This design comes from an exercise in tuning for small area, a short achievable clock period and few clock cycles on the open sky130 flow, not from production work.
Function was checked by simulation only, so behaviour that the tests miss may differ from the original.
Power and IR drop assume default switching activity.

==> flow/design.v (excerpt) <==
module bmem_top (
    input  logic         clk,
    input  logic         rst_n,
    input  logic [31:0]  icache_addr,
    input  logic         icache_read,
    output logic         icache_resp,
    output logic [255:0] icache_rdata,
    input  logic [31:0]  dcache_addr,
    input  logic         dcache_read,
    input  logic         dcache_write,
    input  logic [255:0] dcache_wdata,
    output logic         dcache_resp,
    output logic [255:0] dcache_rdata,
    output logic [31:0]  bmem_addr,
    output logic         bmem_read,
    output logic         bmem_write,
    output logic [63:0]  bmem_wdata,
    input  logic         bmem_ready,
    input  logic [63:0]  bmem_rdata,
    input  logic         bmem_rvalid
);
For scale: roughly 1000 cells after synthesis, ~11000 sq um of cells after synthesis.
clock: 5.0 ns
lec_check: 0
abc_area: 1
cap_margin: 20
core_area: 10 10 370 370
cts_buf_list: sky130_fd_sc_hd__clkbuf_8
die_area: 0 0 380 380
place_density: 0.4
setup_slack_margin: 2.6
slew_margin: 20
standard.sh (not shown) runs the stock make flow with config.mk's settings and CLKGATE_MAP_FILE= SYNTH_SCRIPT=/design/flow/synth_recipe.tcl, a recipe that flattens the netlist after the stock synthesis.
==> flow/flow/run.sh <==
#!/bin/bash
# Standard layout with two changes: a fixed pin plan (written by flow/pins.py and sourced
# at the end of floorplan through ORFS's IO_CONSTRAINTS hook) that keeps each bit slice's
# ports together, and buf_1 as the port buffer instead of the resizer's default pick.
set -euo pipefail
python3 flow/pins.py 380 > pins.tcl 2> pins.log
export IO_CONSTRAINTS="$PWD/pins.tcl"
export BUFFER_PORTS_ARGS="-buffer_cell sky130_fd_sc_hd__buf_1"
bash standard.sh > flow_standard.log 2>&1
Other scripts of this flow, unchanged in this note and not shown: flow/flow/pins.py
Testbench counts at the start, summed over its fixed seeds: cycles 13,461.
Next try:
--- a/flow/flow/run.sh
+++ b/flow/flow/run.sh
@@ -4,5 +4,5 @@
 # ports together, and buf_1 as the port buffer instead of the resizer's default pick.
 set -euo pipefail
-python3 flow/pins.py 380 > pins.tcl 2> pins.log
+python3 flow/pins.py 300 6 > pins.tcl 2> pins.log
 export IO_CONSTRAINTS="$PWD/pins.tcl"
 export BUFFER_PORTS_ARGS="-buffer_cell sky130_fd_sc_hd__buf_1"
CORE_AREA = 10 10 290 290   (was 10 10 370 370)
DIE_AREA = 0 0 300 300   (was 0 0 380 380)
Sequential share of layout area rose by 2.4 points.
Cell area is lower by about 6%.
Combinational power came out lower by 5.6%.
First-iteration DRC count increases by about 7%.
Non-clock buffer count is lower by 9.
Routed wire length grows by about 2%.
Worst hold slack improved by 0.0034 ns.
Utilization came out higher by 7.0 points.
Power came out higher by about 1.3%.
Fmax grows by 2.1%.
Critical path depth does not change.
Next try:
--- a/flow/flow/run.sh
+++ b/flow/flow/run.sh
@@ -4,5 +4,5 @@
 # ports together, and buf_1 as the port buffer instead of the resizer's default pick.
 set -euo pipefail
-python3 flow/pins.py 300 6 > pins.tcl 2> pins.log
+python3 flow/pins.py 380 > pins.tcl 2> pins.log
 export IO_CONSTRAINTS="$PWD/pins.tcl"
 export BUFFER_PORTS_ARGS="-buffer_cell sky130_fd_sc_hd__buf_1"
CORE_AREA = 10 10 370 370   (was 10 10 290 290)
DIE_AREA = 0 0 380 380   (was 0 0 300 300)
SETUP_SLACK_MARGIN = 2.4   (was 2.6)
What happened:
- The changed run ran to the end with no violations
- hold slack is worse by 0.020 ns
- utilization came out lower by 7.5 points
- design area came out higher by a few percent
- fmax came out lower slightly
- routed wire length came out lower by a few percent
- clock skew came out lower by 0.013 ns
- sequential power stays flat
- total power came out lower by a few percent
- synthesized cell count stays the same
- area after synthesis is unchanged


Setup of old:
bmem_top, a different RTL version from the one above (not shown whole).
Size: ~850 cells after synthesis, about 210 flip-flops, about 11000 um^2 of cells after synthesis.
export LEC_CHECK = 0
export CAP_MARGIN = 20
export CORE_AREA = 10 10 370 370
export CTS_BUF_LIST = sky130_fd_sc_hd__clkbuf_8
export DIE_AREA = 0 0 380 380
export PLACE_DENSITY = 0.4
export SETUP_SLACK_MARGIN = 2.2
export SLEW_MARGIN = 20
create_clock -name core_clock -period 5.0 [get_ports {clk}]
==> flow/flow/run.sh <==
#!/bin/bash
# Standard layout with two changes: a fixed pin plan (written by flow/pins.py and sourced
# at the end of floorplan through ORFS's IO_CONSTRAINTS hook) that keeps each bit slice's
# ports together, and buf_1 as the port buffer instead of the resizer's default pick.
set -euo pipefail
python3 flow/pins.py 380 > pins.tcl 2> pins.log
export IO_CONSTRAINTS="$PWD/pins.tcl"
export BUFFER_PORTS_ARGS="-buffer_cell sky130_fd_sc_hd__buf_1"
bash standard.sh > flow_standard.log 2>&1
Other scripts of this flow, unchanged in this note and not shown: flow/flow/pins.py
In summary, old completed successfully, with a layout that passed the timing, DRC and antenna checks.
Testbench counts of old, summed over its fixed seeds: cycles 13,461.
#### Input delta (new over old)
--- a/flow/config.mk
+++ b/flow/config.mk
@@ -7,2 +7,3 @@
 export LEC_CHECK = 0
+export ABC_AREA = 1
 export CAP_MARGIN = 20
Results
new completed end to end with timing, DRC and antenna clean. Comparing new and old, the lower global-route usage is on old. Post-layout minimum cycle time in new vs old: down 58 ps. Diff old -> new: post-route non-filler standard cell count climbed about 6%, final area rose by 210 um^2, longest individual stage delay on the worst path higher, global-route met1 utilization increased 0.45 points, placed wire-length estimate after detailed placement +8.6%. new vs old, wire length the detailed router placed on met1 went up by 1100 um. Re hold violation total from the final report: no difference whatsoever between old and new. Number of instances in the synthesized netlist grows by more than 10% when moving from old to new.


Setup of run A:
Starting RTL as in the previous note.
==> flow/config.mk <==
export PLATFORM = sky130hd
export DESIGN_NAME = bmem_top
export DESIGN_NICKNAME = bmem_top
export VERILOG_FILES = /design/flow/design.v
export SDC_FILE = /design/flow/constraint.sdc
export NUM_CORES = 4
export LEC_CHECK = 0
export CAP_MARGIN = 20
export CORE_AREA = 10 10 330 330
export DIE_AREA = 0 0 340 340
export PLACE_DENSITY = 0.4
export SETUP_SLACK_MARGIN = 2.2
export SLEW_MARGIN = 20
==> flow/constraint.sdc <==
create_clock -name core_clock -period 5.0 [get_ports {clk}]
set_input_delay 1.0000 -clock core_clock [delete_from_list [all_inputs] [get_ports {clk}]]
set_output_delay 1.0000 -clock core_clock [all_outputs]
set_load 0.01 [all_outputs]
==> flow/flow/run.sh <==
#!/bin/bash
# Standard layout with two changes: a fixed pin plan (written by flow/pins.py and sourced
# at the end of floorplan through ORFS's IO_CONSTRAINTS hook) that keeps each bit slice's
# ports together, and buf_1 as the port buffer instead of the resizer's default pick.
set -euo pipefail
python3 flow/pins.py 340 6 > pins.tcl 2> pins.log
export IO_CONSTRAINTS="$PWD/pins.tcl"
export BUFFER_PORTS_ARGS="-buffer_cell sky130_fd_sc_hd__buf_1"
bash standard.sh > flow_standard.log 2>&1
==> flow/flow/pins.py <==
#!/usr/bin/env python3
"""Writes pins.tcl, a fixed pin plan for bmem_top on a square die (side given, um).

The control pins sit at the middle of the bottom edge; next to them, going outward,
the address slices (icache_addr[a], bmem_addr[a], dcache_addr[a]) and then the write
slices (the four dcache_wdata bits that bmem_wdata[k] selects from, and bmem_wdata[k]),
wrapping round the bottom corners. The read slices (bmem_rdata[k] with the eight rdata
outputs it feeds) are spread over the rest of the edge. Every path from an input to an
output then stays inside one slice."""
import sys

side = float(sys.argv[1]) if len(sys.argv) > 1 else 380.0
margin = float(sys.argv[2]) if len(sys.argv) > 2 else 12.0
M2_OFF, M2_PITCH = 0.23, 0.46     # vertical layer, bottom and top edges
M3_OFF, M3_PITCH = 0.34, 0.68     # horizontal layer, left and right edges
STEP = 2                          # every second track, as place_pins does by default

def tracks(off, pitch):
    out = []
    i = 0
    while True:
        v = off + pitch * i
        if v > side - margin:
            break
        if v >= margin:
            out.append(round(v, 3))
        i += STEP
    return out

xs = tracks(M2_OFF, M2_PITCH)
ys = tracks(M3_OFF, M3_PITCH)
# slots as (edge, coordinate)
bottom = [("B", x) for x in xs]
top = [("T", x) for x in xs]
left = [("L", y) for y in ys]
right = [("R", y) for y in ys]

ctl = ["icache_read", "dcache_read", "dcache_write", "bmem_write", "bmem_ready", "bmem_read",
       "bmem_rvalid", "icache_resp", "dcache_resp", "rst_n", "clk"]
addr = [[f"icache_addr[{a}]", f"bmem_addr[{a}]", f"dcache_addr[{a}]"] for a in range(32)]
wr = [[f"dcache_wdata[{k}]", f"dcache_wdata[{k+64}]", f"bmem_wdata[{k}]",
       f"dcache_wdata[{k+128}]", f"dcache_wdata[{k+192}]"] for k in range(64)]
rd = [[f"icache_rdata[{k}]", f"dcache_rdata[{k}]", f"icache_rdata[{k+64}]", f"dcache_rdata[{k+64}]",
       f"bmem_rdata[{k}]", f"icache_rdata[{k+192}]", f"dcache_rdata[{k+192}]",
       f"icache_rdata[{k+128}]", f"dcache_rdata[{k+128}]"] for k in range(64)]

# Walk outward from the bottom centre: the left path runs to the bottom-left corner then up
# the left edge; the right path to the bottom-right corner then up the right edge.
mid = len(bottom) // 2
c0 = mid - len(ctl) // 2
assign = {}
for i, n in enumerate(ctl):
    assign[n] = bottom[c0 + i]
lpath = bottom[:c0][::-1] + left
rpath = bottom[c0 + len(ctl):] + right
li = ri = 0
half_a = len(addr) // 2
half_w = len(wr) // 2
lseq = addr[:half_a] + wr[:half_w]
rseq = addr[half_a:] + wr[half_w:]
for g in lseq:
    for n in g[::-1]:
        assign[n] = lpath[li]; li += 1
for g in rseq:
    for n in g:
        assign[n] = rpath[ri]; ri += 1
# Remaining slots: up the rest of the left edge, across the top, down the right edge.
rest = left[li - len(bottom[:c0]):] if li > c0 else left
rest_r = right[ri - len(bottom[c0 + len(ctl):]):] if ri > len(bottom) - c0 - len(ctl) else right
free = rest + top + rest_r[::-1]
n_rd = sum(len(g) for g in rd)
assert n_rd <= len(free), (n_rd, len(free))
# spread the read groups evenly over the free slots
gap = (len(free) - n_rd) / len(rd)
pos = 0.0
for g in rd:
    p = int(round(pos))
    for j, n in enumerate(g):
        assign[n] = free[p + j]
    pos += len(g) + gap

assert len(set(assign.values())) == len(assign) == 1003, len(assign)
lines = []
for n, (e, v) in sorted(assign.items()):
    if e == "B":
        lines.append(f"place_pin -pin_name {{{n}}} -layer met2 -location {{{v} 0.24}} -pin_size {{0.14 0.48}}")
    elif e == "T":
        lines.append(f"place_pin -pin_name {{{n}}} -layer met2 -location {{{v} {side-0.24:.3f}}} -pin_size {{0.14 0.48}}")
    elif e == "L":
        lines.append(f"place_pin -pin_name {{{n}}} -layer met3 -location {{0.4 {v}}} -pin_size {{0.8 0.3}}")
    else:
        lines.append(f"place_pin -pin_name {{{n}}} -layer met3 -location {{{side-0.4:.3f} {v}}} -pin_size {{0.8 0.3}}")
print("\n".join(lines))
Testbench counts of run A, summed over its fixed seeds: cycles 13,461.
Here is what was changed in the inputs of run B compared with run A.
==> flow/flow/run.sh <==
#!/bin/bash
# Standard layout with two changes: a fixed pin plan (written by flow/pins.py and sourced
# at the end of floorplan through ORFS's IO_CONSTRAINTS hook) that keeps each bit slice's
# ports together, and buf_1 as the port buffer instead of the resizer's default pick.
set -euo pipefail
python3 flow/pins.py 380 > pins.tcl 2> pins.log
export IO_CONSTRAINTS="$PWD/pins.tcl"
export BUFFER_PORTS_ARGS="-buffer_cell sky130_fd_sc_hd__buf_1"
bash standard.sh > flow_standard.log 2>&1
-- flow/flow/pins.py --
<<< run A, line 11

side = float(sys.argv[1]) if len(sys.argv) > 1 else 380.0
margin = float(sys.argv[2]) if len(sys.argv) > 2 else 12.0
M2_OFF, M2_PITCH = 0.23, 0.46     # vertical layer, bottom and top edges
M3_OFF, M3_PITCH = 0.34, 0.68     # horizontal layer, left and right edges
>>> run B, line 11

side = float(sys.argv[1]) if len(sys.argv) > 1 else 380.0
margin = 12.0
M2_OFF, M2_PITCH = 0.23, 0.46     # vertical layer, bottom and top edges
M3_OFF, M3_PITCH = 0.34, 0.68     # horizontal layer, left and right edges
==> flow/config.mk <==
export PLATFORM = sky130hd
export DESIGN_NAME = bmem_top
export DESIGN_NICKNAME = bmem_top
export VERILOG_FILES = /design/flow/design.v
export SDC_FILE = /design/flow/constraint.sdc
export NUM_CORES = 4
export LEC_CHECK = 0
export ABC_AREA = 1
export CAP_MARGIN = 20
export CORE_AREA = 10 10 370 370
export CTS_BUF_LIST = sky130_fd_sc_hd__clkbuf_8
export DIE_AREA = 0 0 380 380
export PLACE_DENSITY = 0.4
export SETUP_SLACK_MARGIN = 2.3
export SLEW_MARGIN = 20
Findings:
Comparing run B and run A, the lower fraction of area in registers was measured on run B. In the route summary, run B ends up with a via count exceeding that of run A. Diff run B..run A | final count of negative-setup-slack endpoints | unchanged.
### run B -> run C
==> flow/config.mk <==
export PLATFORM = sky130hd
export DESIGN_NAME = bmem_top
export DESIGN_NICKNAME = bmem_top
export VERILOG_FILES = /design/flow/design.v
export SDC_FILE = /design/flow/constraint.sdc
export NUM_CORES = 4
export LEC_CHECK = 0
export CAP_MARGIN = 20
export CORE_AREA = 10 10 370 370
export CTS_BUF_LIST = sky130_fd_sc_hd__clkbuf_8
export DIE_AREA = 0 0 380 380
export PLACE_DENSITY = 0.65
export SETUP_SLACK_MARGIN = 2.2
export SLEW_MARGIN = 20
- Total power came out lower on run C than on run B.
- Area of the mapped netlist: lower on run C
- Compared to run B, run C has leakage power 0.54 nW lower.
- Run C reports its end point of the critical path as bmem_addr[8] while run B reports bmem_addr[10].
- Reported for run C and run B, number of clock sinks turned out identical to the last digit.
- On synthesized net count: between run C and run B, it ends up higher for run B.
- Relative to run B, number of stages on the worst setup path has decreased by 2 in run C.
Here is what was changed in the inputs of run D compared with run C.
==> flow/flow/run.sh <==
#!/bin/bash
# Standard layout with two changes: a fixed pin plan (written by flow/pins.py and sourced
# at the end of floorplan through ORFS's IO_CONSTRAINTS hook) that keeps each bit slice's
# ports together, and buf_1 as the port buffer instead of the resizer's default pick.
set -euo pipefail
python3 flow/pins.py 340 6 > pins.tcl 2> pins.log
export IO_CONSTRAINTS="$PWD/pins.tcl"
export BUFFER_PORTS_ARGS="-buffer_cell sky130_fd_sc_hd__buf_1"
bash standard.sh > flow_standard.log 2>&1
-- flow/flow/pins.py --
<<< run C, line 11

side = float(sys.argv[1]) if len(sys.argv) > 1 else 380.0
margin = 12.0
M2_OFF, M2_PITCH = 0.23, 0.46     # vertical layer, bottom and top edges
M3_OFF, M3_PITCH = 0.34, 0.68     # horizontal layer, left and right edges
>>> run D, line 11

side = float(sys.argv[1]) if len(sys.argv) > 1 else 380.0
margin = float(sys.argv[2]) if len(sys.argv) > 2 else 12.0
M2_OFF, M2_PITCH = 0.23, 0.46     # vertical layer, bottom and top edges
M3_OFF, M3_PITCH = 0.34, 0.68     # horizontal layer, left and right edges
==> flow/config.mk <==
export PLATFORM = sky130hd
export DESIGN_NAME = bmem_top
export DESIGN_NICKNAME = bmem_top
export VERILOG_FILES = /design/flow/design.v
export SDC_FILE = /design/flow/constraint.sdc
export NUM_CORES = 4
export LEC_CHECK = 0
export CAP_MARGIN = 20
export CORE_AREA = 10 10 330 330
export DIE_AREA = 0 0 340 340
export PLACE_DENSITY = 0.7
export SETUP_SLACK_MARGIN = 2.2
export SLEW_MARGIN = 20
### Flow results
The portion of total power attributed to combinational logic reported for run D is smaller than that of run C by 2.0 points. Length of routed met3 wiring, run C and run D: larger value in run C. [diff] net switching power, run D relative to run C: regression. The met3 track demand over resource was comparable across run C and run D. In the tables for run C and run D, clock network fraction of design power reads higher with run D. [compare] base=run C new=run D: total global-route track usage rose by 0.90 points; H-tree depth reported by CTS -1; clock period minus final worst setup slack shrank by 0.038 ns. Run D against run C: number of CTS-inserted buffers lower, first-iteration DRC count -48.

==> afterwards: timing with drivers on the ports <==
Ports are ideal in the flow. The routed layouts listed here were re-timed in OpenROAD. Step 1, drivers: a clkbuf_16 drives clk and a buf_2 each remaining input, both assumed. Step 2 moves the port delays by t, midway between the first and last clock arrival at a register: inputs arrive t later, outputs are due t later. That takes back most of the time a late clock gives input paths. a / b / c = no drivers / after step 1 / after step 2; a / b = the first two.
run | shift t [ns] | setup slack, ns | worst setup path after step 2
the first run of note 1 | 0.656 | 2.470 / 2.419 / 2.226 | input to register
the second run of note 1 | 0.600 | 2.522 / 2.477 / 2.281 | input to register
the third run of note 1 | 0.650 | 2.501 / 2.459 / 1.882 | input to register
old | 0.639 | 2.291 / 2.241 / 2.009 | input to register
new | 0.659 | 2.348 / 2.298 / 2.067 | input to register
run A | 0.599 | 2.287 / 2.252 / 2.034 | input to register
run B | 0.647 | 2.368 / 2.317 / 1.915 | input to register
run C | 0.651 | 2.252 / 2.200 / 1.983 | input to register
run D | 0.617 | 2.291 / 2.238 / 2.039 | input to register
After both steps every run listed still meets setup and hold. For the third run of note 1, which loses most, drivers alone change the setup slack by -0.042 ns; drivers and shift together by -0.619 ns.
